Source: an optimization exercise on an open RTL-to-GDS flow (aim: small area, a short achievable clock period and few clock cycles per item). Production flows keep margins and buffers that such runs may drop. Where RTL was checked, it was by simulation tests only, not by an equivalence proof against the original. Power is estimated from default activity; no workload was simulated.

==> flow/design.v (excerpt) <==
module pitch_core (
    input  logic       i_clk,
    input  logic       reset,
    input  logic       start,
    input  sdram_pkg::mem_addr_t  src_addr,
    input  sdram_pkg::mem_addr_t  dst_addr,
    input  logic [3:0] speed,
    output logic       done,
    output sdram_pkg::mem_req_t   mem_req,
    input  sdram_pkg::mem_data_t  mem_readdata,
    input  logic       finished
);
Size: roughly 140 I/O pins.
clock: 10.0 ns
lec_check: 0
cap_margin: 20
core_margin: 2
core_utilization: 40
setup_slack_margin: 5
slew_margin: 20
standard.sh (not shown) runs the stock make flow with config.mk's settings and CLKGATE_MAP_FILE= SYNTH_SCRIPT=/design/flow/synth_recipe.tcl, a recipe that flattens the netlist after the stock synthesis.
==> flow/flow/run.sh <==
#!/bin/bash
set -e
MARGIN=${MARGIN:-6.9}
bash standard.sh finish SETUP_SLACK_MARGIN=$MARGIN > standard.log 2>&1
The first run completed without violations.
Testbench counts at the start, summed over its fixed seeds: cycles 105,755, words 16,960.
Edit:
==> flow/flow/run.sh (replaced) <==
#!/bin/bash
set -e
MARGIN=${MARGIN:-6.5}
bash standard.sh finish SETUP_SLACK_MARGIN=$MARGIN > standard.log 2>&1
--- a/flow/config.mk
+++ b/flow/config.mk
@@ -10,2 +10,5 @@
 export CORE_UTILIZATION = 40
+export CTS_BUF_LIST = sky130_fd_sc_hd__clkbuf_16
+export CTS_CLUSTER_DIAMETER = 80
+export CTS_CLUSTER_SIZE = 20
 export SETUP_SLACK_MARGIN = 5
=>
- count of clock-buffer cells in the layout shrinks by 29
- flip-flop and latch count stays the same
- area after synthesis stays the same
- wire length shrinks by 8.4%
- clock power shrinks by about 24%
- global-route usage shrinks by 1.0 points
- power shrinks by 13%
- die area is unchanged

* * *

## JK
pitch_core, a different RTL version from the one above (not shown whole).
For scale: about 2,600 cells after synthesis, ~500 flip-flops, about 140 I/O pins.
Design pitch_core, start of the top module:
module pitch_core (
    input  logic       i_clk,
    input  logic       reset,
    input  logic       start,
    input  sdram_pkg::mem_addr_t  src_addr,
    input  sdram_pkg::mem_addr_t  dst_addr,
    input  logic [3:0] speed,
    output logic       done,
    output sdram_pkg::mem_req_t   mem_req,
    input  sdram_pkg::mem_data_t  mem_readdata,
    input  logic       finished
);
clock: 10.0 ns
lec_check: 0
cap_margin: 20
core_margin: 2
core_utilization: 40
setup_slack_margin: 5
slew_margin: 20
==> flow/flow/run.sh <==
#!/bin/bash
set -e
MARGIN=${MARGIN:-6.7}
bash standard.sh finish SETUP_SLACK_MARGIN=$MARGIN > standard.log 2>&1
Input changes introduced in MS (baseline for comparison: JK):
- putting CTS_CLUSTER_DIAMETER at 80 where nothing was set
- putting CTS_CLUSTER_SIZE at 20 where nothing was set
- putting CTS_BUF_LIST at sky130_fd_sc_hd__clkbuf_16 where nothing was set
==> flow/flow/run.sh <==
#!/bin/bash
set -e
MARGIN=${MARGIN:-6.5}
bash standard.sh finish SETUP_SLACK_MARGIN=$MARGIN > standard.log 2>&1
## What came out
Against JK, total area of multi-input combinational cells in MS fell slightly.
Clock skew after layout: JK vs MS, no meaningful difference
On wire length of the first global-routing pass: MS sits below JK.
Going from JK to MS, count of standard-cell rows level; net load switching power went down; cell area decreased by 1300 sq um relative to the old numbers; setup slack after layout has decreased.
The estimated power of MS ends up lower than the estimate for JK.
No run of this note included a check of the RTL's function; only the layout flow was run.

* * *

pitch_core again, from the RTL that the note above started with.
Settings: LEC_CHECK=0, CAP_MARGIN=20, CORE_MARGIN=2, CORE_UTILIZATION=40, SETUP_SLACK_MARGIN=5, SLEW_MARGIN=20; clock period 10.0 ns.
==> flow/flow/run.sh <==
#!/bin/bash
set -e
MARGIN=${MARGIN:-6.3}
bash standard.sh finish SETUP_SLACK_MARGIN=$MARGIN > standard.log 2>&1
Then changed:
==> flow/flow/run.sh (replaced) <==
#!/bin/bash
set -e
MARGIN=${MARGIN:-6.5}
bash standard.sh finish SETUP_SLACK_MARGIN=$MARGIN > standard.log 2>&1
Die area is unchanged. Wire length came out higher by a few percent. Global-route usage is higher by 0.57 points. Cell area increases slightly. Total power increases slightly. Flip-flop and latch count is unchanged. Via count is higher slightly. Sequential share of layout area is lower by 0.41 points. Worst hold slack stays flat. Clock skew drops by 0.016 ns. Critical path depth went down by 8.
No functional check of the RTL was part of any run of this note.

[static timing again, ports no longer ideal]
Ports are ideal in the flow. The routed layouts listed here were re-timed in OpenROAD. Step 1 (the two cells are an assumption about what drives the block):
set clk [get_ports {i_clk}]
set_driving_cell -lib_cell sky130_fd_sc_hd__clkbuf_16 $clk
set_driving_cell -lib_cell sky130_fd_sc_hd__buf_2 [delete_from_list [all_inputs] $clk]
Step 2 also shifts input and output timing later by t, the mid clock arrival at the registers, as if the neighbouring blocks saw the same clock. Three values: ideal ports, drivers, drivers and shift; two values: the first two.
| run | t (ns) | setup WS [ns] | worst setup path after step 2 |
|---|---|---|---|
| the first run of note 1 | 0.686 | 6.652 / 6.594 / 6.077 | input to register |
| the second run of note 1 | 0.619 | 6.529 / 6.503 / 5.989 | input to register |
| JK | 0.679 | 6.593 / 6.593 / 6.043 | input to register |
| MS | 0.640 | 6.545 / 6.494 / 5.887 | input to register |
| the first run of note 3 | 0.676 | 6.376 / 6.333 / 5.681 | input to register |
| the second run of note 3 | 0.683 | 6.551 / 6.479 / 5.896 | input to register |
After both steps every run listed still meets setup and hold. The setup slack of the first run of note 3, which loses most, moves by -0.043 ns with the drivers and by -0.695 ns with both steps.
